Background: an optimization exercise with open tools, aiming at small area. Do not read the settings as production practice. Function was checked by simulation only, so behaviour that the tests miss may differ from the original.

main:
==> flow/design.v <==
package flpc_pkg;
  localparam logic [7:0]  RST_STOP_COUNT  = 8'd20;
  localparam logic [7:0]  RST_START_COUNT = 8'd60;
  localparam logic [6:0]  RST_RUN_PCT     = 7'd40;
  localparam logic [6:0]  RST_BOOST_PCT   = 7'd60;
  localparam logic [15:0] RST_BOOST_TICKS = 16'd80;
  localparam logic [15:0] RST_PWM_TOP     = 16'd249;
endpackage
import flpc_pkg::*;
module float_level_pump_controller (
  input  logic        clk,
  input  logic        rst_n,
  input  logic        in_tvalid,
  output logic        in_tready,
  input  logic [7:0]  in_tdata,
  output logic        out_tvalid,
  input  logic        out_tready,
  output logic [23:0] out_tdata,
  input  logic        cfg_valid,
  output logic        cfg_ready,
  input  logic [2:0]  cfg_index,
  input  logic [15:0] cfg_data
);
  logic [7:0]  stop_c, start_c;
  logic [6:0]  run_p, bst_p;
  logic [15:0] bticks, top;
  logic [7:0]  cnt;       
  logic        lw;        
  logic [1:0]  lv;        
  logic [15:0] xc;        
  logic        sm;        
  logic [15:0] cmp;
  logic        ov;        
  logic        busy;      
  logic        xnz, pump, acc_in, w, hit, start_pump, stop_pump, need_calc;
  logic [7:0]  cb, lim, nc;
  logic [8:0]  inc;
  logic [1:0]  lvc, lvl;
  logic [15:0] xdec;
  assign cfg_ready  = 1'b1;
  assign in_tready  = !busy && !ov && !cfg_valid;
  assign acc_in     = in_tvalid && in_tready;
  assign out_tvalid = ov;
  assign xnz  = (xc != 16'd0);
  assign busy = sm && (lv == 2'd3);
  assign pump = (lv == 2'd3);
  assign w    = in_tdata[0];
  assign xdec = xc - 16'd1;
  always_comb begin
    cb   = (w == lw) ? cnt : 8'd0;
    inc  = {1'b0, cb} + 9'd1;
    lim  = w ? start_c : stop_c;
    hit  = (inc >= {1'b0, lim});
    nc   = hit ? lim : inc[7:0];
    lvc  = pump ? 2'd1 : lv;
    if (w ? (stop_c == 8'd0) : hit)       lvl = 2'd2;
    else if (w ? hit : (start_c == 8'd0)) lvl = 2'd1;
    else                                  lvl = lvc;
    start_pump = !xnz && (lvl == 2'd1) && !pump;
    stop_pump  = !xnz && (lvl == 2'd2);
    need_calc  = start_pump || (xnz && !sm && (xc == 16'd1));
  end
  assign out_tdata = {3'b000, sm, xnz && !sm, pump, lvc, cmp};
  logic [7:0]  cdec;
  logic [5:0]  cw, ck;
  logic        crs;
  assign cdec = 8'd1 << cfg_index;
  assign cw   = {6{rst_n & cfg_valid}} & cdec[5:0];
  assign ck   = {6{rst_n}} & ~cw;
  assign crs  = !rst_n;
  logic trot;
  assign trot = rst_n && busy && (xc[5] || (xc[4] && xc[3:1] != 3'b000));
  always_ff @(posedge clk) begin
    stop_c  <= ({8{cw[0]}} & cfg_data[7:0]) | ({8{ck[0]}} & stop_c)  | ({8{crs}} & RST_STOP_COUNT);
    start_c <= ({8{cw[1]}} & cfg_data[7:0]) | ({8{ck[1]}} & start_c) | ({8{crs}} & RST_START_COUNT);
    run_p   <= ({7{cw[2]}} & cfg_data[6:0]) | ({7{ck[2]}} & run_p)   | ({7{crs}} & RST_RUN_PCT);
    bst_p   <= ({7{cw[3]}} & cfg_data[6:0]) | ({7{ck[3]}} & bst_p)   | ({7{crs}} & RST_BOOST_PCT);
    bticks  <= ({16{cw[4]}} & cfg_data)     | ({16{ck[4]}} & bticks) | ({16{crs}} & RST_BOOST_TICKS);
    top     <= ({16{cw[5]}} & cfg_data)     | ({16{ck[5] & !trot}} & top) | ({16{trot}} & {top[0], top[15:1]})
             | ({16{crs}} & RST_PWM_TOP);
  end
  logic [5:0]  n;
  logic [7:0]  acc;
  logic        cy, sel, mul;
  logic [6:0]  pr, p;
  logic        tb_raw, tbit, ge;
  logic [8:0]  sum;
  logic [5:0]  rp, rs;
  logic [15:0] xcalc;
  assign n   = xc[5:0];
  assign acc = xc[13:6];
  assign cy  = xc[14];
  assign sel = xc[15];
  assign mul = n[5] | n[4];
  always_comb begin
    pr  = sel ? bst_p : run_p;
    p   = (pr > 7'd100) ? 7'd100 : pr;
    tb_raw = top[0] && (n[5:1] != 5'b01000);
    tbit   = tb_raw ^ cy;
    sum = {acc[7], acc} + {2'b00, tbit ? p : 7'd0};
    rp  = {acc[4:0], cmp[15]};
    rs  = rp - 6'd25;
    ge  = !rs[5] && !acc[7];
    if (mul) xcalc = {sel, tb_raw & cy, sum[8:1], xdec[5:0]};
    else     xcalc = {sel, cy, acc[7:5], ge ? rs[4:0] : rp[4:0], xdec[5:0]};
  end
  always_ff @(posedge clk) begin
    if (!rst_n) begin
      cnt  <= 8'd0;
      lw   <= 1'b0;
      lv   <= 2'd0;
      xc   <= {8'd0, RST_START_COUNT};
      sm   <= 1'b1;
      cmp  <= 16'd0;
      ov   <= 1'b0;
    end else begin
      if (ov && out_tready) ov <= 1'b0;
      if (cfg_valid && cfg_index == 3'd1 && sm && xnz) xc <= {8'd0, cfg_data[7:0]};
      if (acc_in) begin
        if (need_calc) xc <= {start_pump && (bticks != 16'd0), 1'b1, 8'h9C, 6'd33};
        else if (xnz) xc <= xdec;
        if (need_calc) sm <= 1'b1;
        else if (!xnz) sm <= 1'b0;
        if (!(xnz && !sm)) begin
          cnt <= nc;
          lw  <= w;
          lv  <= (lvl == 2'd1 && !xnz) ? 2'd3 : lvl;
        end
        if (stop_pump) cmp <= 16'd0;
        if (!need_calc) ov <= 1'b1;
      end
      if (busy) begin
        if (mul) cmp <= {sum[0], cmp[15:1]};
        else     cmp <= {cmp[14:0], ge};
        if (n == 6'd0) begin
          sm   <= 1'b0;
          ov   <= 1'b1;
          xc   <= sel ? bticks : 16'd0;
        end else begin
          xc   <= xcalc;
        end
      end
    end
  end
endmodule
Settings: LEC_CHECK=0, ABC_AREA=1, CAP_MARGIN=20, CORE_MARGIN=2, CORE_UTILIZATION=40, SLEW_MARGIN=20; clock period 10.0 ns.
standard.sh (not shown) runs the stock make flow with config.mk's settings and CLKGATE_MAP_FILE= SYNTH_SCRIPT=/design/flow/synth_recipe.tcl, a recipe that flattens the netlist after the stock synthesis.
==> flow/flow/run.sh <==
#!/bin/bash
# Own layout flow: the standard layout (standard.sh, ORFS's make) with
#  - the standard synthesis, unchanged, whose combinational logic is then mapped
#    again by ABC with a few area scripts (flow/remap.tcl, flow/remap_*.abc,
#    most with ABC's time-limited &deepsyn), four at a time, keeping the
#    smallest result; every register stays the same instance, with
#    the same name and cell;
#  - the port buffers made with the smallest buffer, buf_1;
#  - clock tree synthesis with clkbuf_8 and no dummy loads.
# Each tool's output goes to a log file of its own in this folder.
set -euo pipefail
W=$PWD
R=$W/orfs/results/$FLOW_PLATFORM/float_level_pump_controller/base
LIB=$FLOW_HOME/platforms/$FLOW_PLATFORM/lib/sky130_fd_sc_hd__tt_025C_1v80.lib
KNOBS=(
  BUFFER_PORTS_ARGS="-buffer_cell sky130_fd_sc_hd__buf_1"
  CTS_ARGS="-sink_clustering_enable -repair_clock_nets -dont_use_dummy_load -buf_list sky130_fd_sc_hd__clkbuf_8"
)

bash standard.sh "${KNOBS[@]}" synth > make_synth.log 2>&1
cp "$R/1_2_yosys.v" std_synth.v

remap() {
  REMAP_LIB=$LIB REMAP_IN=std_synth.v REMAP_OUT=remap_$1.v REMAP_ABC=$W/flow/remap_$1.abc \
  REMAP_STAT_IN=remap_stat_in_$1.txt REMAP_STAT_OUT=remap_stat_$1.txt \
  REMAP_DONT_USE="sky130_fd_sc_hd__lpflow_* sky130_fd_sc_hd__probe_p_8 sky130_fd_sc_hd__probec_p_8" \
    yosys -c flow/remap.tcl > yosys_remap_$1.log 2>&1
}
best=""; best_area=""
for k in d1 d2 d3 d4; do remap $k & done
wait
for k in d5 d6 f g; do remap $k & done
wait
for k in d1 d2 d3 d4 d5 d6 f g; do
  a=$(awk '/Chip area for top module/ {print $NF}' remap_stat_$k.txt 2>/dev/null || true)
  [[ -n "$a" && -s remap_$k.v ]] || continue
  echo "remap $k: $a" >> remap_choice.txt
  if [[ -z "$best" ]] || awk -v a="$a" -v b="$best_area" 'BEGIN{exit !(a<b)}'; then best=$k; best_area=$a; fi
done
echo "chosen: $best ($best_area)" >> remap_choice.txt
[[ -n "$best" ]]
cp "remap_$best.v" "$R/1_2_yosys.v"

bash standard.sh "${KNOBS[@]}" finish > make_finish.log 2>&1
==> flow/flow/remap_d1.abc <==
strash
dc2
balance -l
resub -K 6 -l
rewrite -l
resub -K 6 -N 2 -l
refactor -l
resub -K 8 -l
balance -l
resub -K 8 -N 2 -l
rewrite -l
resub -K 10 -l
rewrite -z -l
resub -K 10 -N 2 -l
balance -l
resub -K 12 -l
refactor -z -l
resub -K 12 -N 2 -l
rewrite -z -l
balance -l
dc2
balance -l
resub -K 6 -l
rewrite -l
resub -K 6 -N 2 -l
refactor -l
resub -K 8 -l
balance -l
resub -K 8 -N 2 -l
rewrite -l
resub -K 10 -l
rewrite -z -l
resub -K 10 -N 2 -l
balance -l
resub -K 12 -l
refactor -z -l
resub -K 12 -N 2 -l
rewrite -z -l
balance -l
&get -n
&deepsyn -T 120 -S 1
&put
dc2
dch -f
amap -F 3 -A 5 -C 1000
strash
dch -f
amap -F 3 -A 5 -C 1000
topo
==> flow/flow/remap_d2.abc <==
strash
dc2
balance -l
resub -K 6 -l
rewrite -l
resub -K 6 -N 2 -l
refactor -l
resub -K 8 -l
balance -l
resub -K 8 -N 2 -l
rewrite -l
resub -K 10 -l
rewrite -z -l
resub -K 10 -N 2 -l
balance -l
resub -K 12 -l
refactor -z -l
resub -K 12 -N 2 -l
rewrite -z -l
balance -l
dc2
balance -l
resub -K 6 -l
rewrite -l
resub -K 6 -N 2 -l
refactor -l
resub -K 8 -l
balance -l
resub -K 8 -N 2 -l
rewrite -l
resub -K 10 -l
rewrite -z -l
resub -K 10 -N 2 -l
balance -l
resub -K 12 -l
refactor -z -l
resub -K 12 -N 2 -l
rewrite -z -l
balance -l
&get -n
&deepsyn -T 120 -S 2
&put
dc2
balance -l
resub -K 6 -l
rewrite -l
resub -K 6 -N 2 -l
refactor -l
resub -K 8 -l
balance -l
resub -K 8 -N 2 -l
rewrite -l
resub -K 10 -l
rewrite -z -l
resub -K 10 -N 2 -l
balance -l
resub -K 12 -l
refactor -z -l
resub -K 12 -N 2 -l
rewrite -z -l
balance -l
dch -f
amap -F 3 -A 5 -C 1000
strash
dch -f
amap -F 3 -A 5 -C 1000
topo
==> flow/flow/remap_d3.abc <==
strash
dc2
balance -l
resub -K 6 -l
rewrite -l
resub -K 6 -N 2 -l
refactor -l
resub -K 8 -l
balance -l
resub -K 8 -N 2 -l
rewrite -l
resub -K 10 -l
rewrite -z -l
resub -K 10 -N 2 -l
balance -l
resub -K 12 -l
refactor -z -l
resub -K 12 -N 2 -l
rewrite -z -l
balance -l
dc2
balance -l
resub -K 6 -l
rewrite -l
resub -K 6 -N 2 -l
refactor -l
resub -K 8 -l
balance -l
resub -K 8 -N 2 -l
rewrite -l
resub -K 10 -l
rewrite -z -l
resub -K 10 -N 2 -l
balance -l
resub -K 12 -l
refactor -z -l
resub -K 12 -N 2 -l
rewrite -z -l
balance -l
&get -n
&deepsyn -T 120 -S 3
&put
dc2
dch -f
amap -F 3 -A 5 -C 1000
strash
dch -f
amap -F 3 -A 5 -C 1000
topo
==> flow/flow/remap_d4.abc <==
strash
dc2
balance -l
resub -K 6 -l
rewrite -l
resub -K 6 -N 2 -l
refactor -l
resub -K 8 -l
balance -l
resub -K 8 -N 2 -l
rewrite -l
resub -K 10 -l
rewrite -z -l
resub -K 10 -N 2 -l
balance -l
resub -K 12 -l
refactor -z -l
resub -K 12 -N 2 -l
rewrite -z -l
balance -l
dc2
balance -l
resub -K 6 -l
rewrite -l
resub -K 6 -N 2 -l
refactor -l
resub -K 8 -l
balance -l
resub -K 8 -N 2 -l
rewrite -l
resub -K 10 -l
rewrite -z -l
resub -K 10 -N 2 -l
balance -l
resub -K 12 -l
refactor -z -l
resub -K 12 -N 2 -l
rewrite -z -l
balance -l
&get -n
&deepsyn -T 120 -S 4
&put
dc2
balance -l
resub -K 6 -l
rewrite -l
resub -K 6 -N 2 -l
refactor -l
resub -K 8 -l
balance -l
resub -K 8 -N 2 -l
rewrite -l
resub -K 10 -l
rewrite -z -l
resub -K 10 -N 2 -l
balance -l
resub -K 12 -l
refactor -z -l
resub -K 12 -N 2 -l
rewrite -z -l
balance -l
dch -f
amap -F 3 -A 5 -C 1000
strash
dch -f
amap -F 3 -A 5 -C 1000
topo
==> flow/flow/remap_d5.abc <==
strash
dc2
balance -l
resub -K 6 -l
rewrite -l
resub -K 6 -N 2 -l
refactor -l
resub -K 8 -l
balance -l
resub -K 8 -N 2 -l
rewrite -l
resub -K 10 -l
rewrite -z -l
resub -K 10 -N 2 -l
balance -l
resub -K 12 -l
refactor -z -l
resub -K 12 -N 2 -l
rewrite -z -l
balance -l
dc2
balance -l
resub -K 6 -l
rewrite -l
resub -K 6 -N 2 -l
refactor -l
resub -K 8 -l
balance -l
resub -K 8 -N 2 -l
rewrite -l
resub -K 10 -l
rewrite -z -l
resub -K 10 -N 2 -l
balance -l
resub -K 12 -l
refactor -z -l
resub -K 12 -N 2 -l
rewrite -z -l
balance -l
&get -n
&deepsyn -T 120 -S 5
&put
dc2
dch -f
amap -F 3 -A 5 -C 1000
strash
dch -f
amap -F 3 -A 5 -C 1000
topo
==> flow/flow/remap_d6.abc <==
strash
dc2
balance -l
resub -K 6 -l
rewrite -l
resub -K 6 -N 2 -l
refactor -l
resub -K 8 -l
balance -l
resub -K 8 -N 2 -l
rewrite -l
resub -K 10 -l
rewrite -z -l
resub -K 10 -N 2 -l
balance -l
resub -K 12 -l
refactor -z -l
resub -K 12 -N 2 -l
rewrite -z -l
balance -l
dc2
balance -l
resub -K 6 -l
rewrite -l
resub -K 6 -N 2 -l
refactor -l
resub -K 8 -l
balance -l
resub -K 8 -N 2 -l
rewrite -l
resub -K 10 -l
rewrite -z -l
resub -K 10 -N 2 -l
balance -l
resub -K 12 -l
refactor -z -l
resub -K 12 -N 2 -l
rewrite -z -l
balance -l
&get -n
&deepsyn -T 120 -S 6
&put
dc2
balance -l
resub -K 6 -l
rewrite -l
resub -K 6 -N 2 -l
refactor -l
resub -K 8 -l
balance -l
resub -K 8 -N 2 -l
rewrite -l
resub -K 10 -l
rewrite -z -l
resub -K 10 -N 2 -l
balance -l
resub -K 12 -l
refactor -z -l
resub -K 12 -N 2 -l
rewrite -z -l
balance -l
dch -f
amap -F 3 -A 5 -C 1000
strash
dch -f
amap -F 3 -A 5 -C 1000
topo
Other scripts of this flow, unchanged in this note and not shown: flow/flow/remap.tcl, flow/flow/remap_f.abc, flow/flow/remap_g.abc
Setup changes, main to the feature branch
--- a/flow/flow/run.sh
+++ b/flow/flow/run.sh
@@ -31,5 +31,7 @@
 wait
-for k in d5 d6 f g; do remap $k & done
+for k in d5 d6 d7 d8; do remap $k & done
 wait
-for k in d1 d2 d3 d4 d5 d6 f g; do
+for k in f g; do remap $k & done
+wait
+for k in d1 d2 d3 d4 d5 d6 d7 d8 f g; do
   a=$(awk '/Chip area for top module/ {print $NF}' remap_stat_$k.txt 2>/dev/null || true)
--- a/flow/flow/remap_d1.abc
+++ b/flow/flow/remap_d1.abc
@@ -40,5 +40,23 @@
 &get -n
-&deepsyn -T 120 -S 1
+&deepsyn -T 150 -S 1
 &put
 dc2
+balance -l
+resub -K 6 -l
+rewrite -l
+resub -K 6 -N 2 -l
+refactor -l
+resub -K 8 -l
+balance -l
+resub -K 8 -N 2 -l
+rewrite -l
+resub -K 10 -l
+rewrite -z -l
+resub -K 10 -N 2 -l
+balance -l
+resub -K 12 -l
+refactor -z -l
+resub -K 12 -N 2 -l
+rewrite -z -l
+balance -l
 dch -f
--- a/flow/flow/remap_d2.abc
+++ b/flow/flow/remap_d2.abc
@@ -40,3 +40,3 @@
 &get -n
-&deepsyn -T 120 -S 2
+&deepsyn -T 150 -S 2
 &put
@@ -62,6 +62,6 @@
 dch -f
-amap -F 3 -A 5 -C 1000
+amap -F 10 -A 10 -C 5000
 strash
 dch -f
-amap -F 3 -A 5 -C 1000
+amap -F 10 -A 10 -C 5000
 topo
--- a/flow/flow/remap_d3.abc
+++ b/flow/flow/remap_d3.abc
@@ -40,5 +40,23 @@
 &get -n
-&deepsyn -T 120 -S 3
+&deepsyn -T 150 -S 3
 &put
 dc2
+balance -l
+resub -K 6 -l
+rewrite -l
+resub -K 6 -N 2 -l
+refactor -l
+resub -K 8 -l
+balance -l
+resub -K 8 -N 2 -l
+rewrite -l
+resub -K 10 -l
+rewrite -z -l
+resub -K 10 -N 2 -l
+balance -l
+resub -K 12 -l
+refactor -z -l
+resub -K 12 -N 2 -l
+rewrite -z -l
+balance -l
 dch -f
--- a/flow/flow/remap_d4.abc
+++ b/flow/flow/remap_d4.abc
@@ -40,3 +40,3 @@
 &get -n
-&deepsyn -T 120 -S 4
+&deepsyn -T 150 -S 4
 &put
@@ -62,6 +62,6 @@
 dch -f
-amap -F 3 -A 5 -C 1000
+amap -F 10 -A 10 -C 5000
 strash
 dch -f
-amap -F 3 -A 5 -C 1000
+amap -F 10 -A 10 -C 5000
 topo
--- a/flow/flow/remap_d5.abc
+++ b/flow/flow/remap_d5.abc
@@ -40,5 +40,23 @@
 &get -n
-&deepsyn -T 120 -S 5
+&deepsyn -T 150 -S 5
 &put
 dc2
+balance -l
+resub -K 6 -l
+rewrite -l
+resub -K 6 -N 2 -l
+refactor -l
+resub -K 8 -l
+balance -l
+resub -K 8 -N 2 -l
+rewrite -l
+resub -K 10 -l
+rewrite -z -l
+resub -K 10 -N 2 -l
+balance -l
+resub -K 12 -l
+refactor -z -l
+resub -K 12 -N 2 -l
+rewrite -z -l
+balance -l
 dch -f
--- a/flow/flow/remap_d6.abc
+++ b/flow/flow/remap_d6.abc
@@ -40,3 +40,3 @@
 &get -n
-&deepsyn -T 120 -S 6
+&deepsyn -T 150 -S 6
 &put
@@ -62,6 +62,6 @@
 dch -f
-amap -F 3 -A 5 -C 1000
+amap -F 10 -A 10 -C 5000
 strash
 dch -f
-amap -F 3 -A 5 -C 1000
+amap -F 10 -A 10 -C 5000
 topo
==> flow/flow/remap_d7.abc (new file) <==
strash
dc2
balance -l
resub -K 6 -l
rewrite -l
resub -K 6 -N 2 -l
refactor -l
resub -K 8 -l
balance -l
resub -K 8 -N 2 -l
rewrite -l
resub -K 10 -l
rewrite -z -l
resub -K 10 -N 2 -l
balance -l
resub -K 12 -l
refactor -z -l
resub -K 12 -N 2 -l
rewrite -z -l
balance -l
dc2
balance -l
resub -K 6 -l
rewrite -l
resub -K 6 -N 2 -l
refactor -l
resub -K 8 -l
balance -l
resub -K 8 -N 2 -l
rewrite -l
resub -K 10 -l
rewrite -z -l
resub -K 10 -N 2 -l
balance -l
resub -K 12 -l
refactor -z -l
resub -K 12 -N 2 -l
rewrite -z -l
balance -l
&get -n
&deepsyn -T 150 -S 7
&put
dc2
balance -l
resub -K 6 -l
rewrite -l
resub -K 6 -N 2 -l
refactor -l
resub -K 8 -l
balance -l
resub -K 8 -N 2 -l
rewrite -l
resub -K 10 -l
rewrite -z -l
resub -K 10 -N 2 -l
balance -l
resub -K 12 -l
refactor -z -l
resub -K 12 -N 2 -l
rewrite -z -l
balance -l
dch -f
amap -F 3 -A 5 -C 1000
strash
dch -f
amap -F 3 -A 5 -C 1000
topo
==> flow/flow/remap_d8.abc (new file) <==
strash
dc2
balance -l
resub -K 6 -l
rewrite -l
resub -K 6 -N 2 -l
refactor -l
resub -K 8 -l
balance -l
resub -K 8 -N 2 -l
rewrite -l
resub -K 10 -l
rewrite -z -l
resub -K 10 -N 2 -l
balance -l
resub -K 12 -l
refactor -z -l
resub -K 12 -N 2 -l
rewrite -z -l
balance -l
dc2
balance -l
resub -K 6 -l
rewrite -l
resub -K 6 -N 2 -l
refactor -l
resub -K 8 -l
balance -l
resub -K 8 -N 2 -l
rewrite -l
resub -K 10 -l
rewrite -z -l
resub -K 10 -N 2 -l
balance -l
resub -K 12 -l
refactor -z -l
resub -K 12 -N 2 -l
rewrite -z -l
balance -l
&get -n
&deepsyn -T 150 -S 8
&put
dc2
balance -l
resub -K 6 -l
rewrite -l
resub -K 6 -N 2 -l
refactor -l
resub -K 8 -l
balance -l
resub -K 8 -N 2 -l
rewrite -l
resub -K 10 -l
rewrite -z -l
resub -K 10 -N 2 -l
balance -l
resub -K 12 -l
refactor -z -l
resub -K 12 -N 2 -l
rewrite -z -l
balance -l
dch -f
amap -F 10 -A 10 -C 5000
strash
dch -f
amap -F 10 -A 10 -C 5000
topo
No stage failed in the feature branch, and the final checks on the layout all came back clean.
Shortest clock period the worst path allows after layout for the feature branch: 0.26 ns up relative to main
Compared with main, in the feature branch number of global-route vias before repair saw a decrease; number of design rule violations left after detail routing saw little to no change; clock buffer count from CTS saw little to no change; met3 track demand over resource saw a decrease.

[what the ideal ports hide]
The results above use ideal ports. As a check the final layouts listed here were re-extracted and re-timed, cells and wires unchanged. Step 1, drivers: a clkbuf_16 drives clk and a buf_2 each remaining input, both assumed. Step 2 moves the port delays by t, midway between the first and last clock arrival at a register: inputs arrive t later, outputs are due t later. That takes back most of the time a late clock gives input paths. Slacks: ideal / step 1 / step 2; pairs: ideal / step 1.
run | t (ns) | setup WS [ns] | hold WS [ns] | worst setup path after step 2 | pins driven straight from the clock port
main | 0.406 | 3.544 / 3.558 / 3.152 | 0.437 / 0.437 / 0.437 | input to register | 1
the feature branch | 0.411 | 3.282 / 3.290 / 2.879 | 0.472 / 0.472 / 0.472 | input to register | 1
After both steps setup and hold are still met in every run listed. For the feature branch, which loses most, drivers alone change the setup slack by +0.008 ns; drivers and shift together by -0.403 ns.
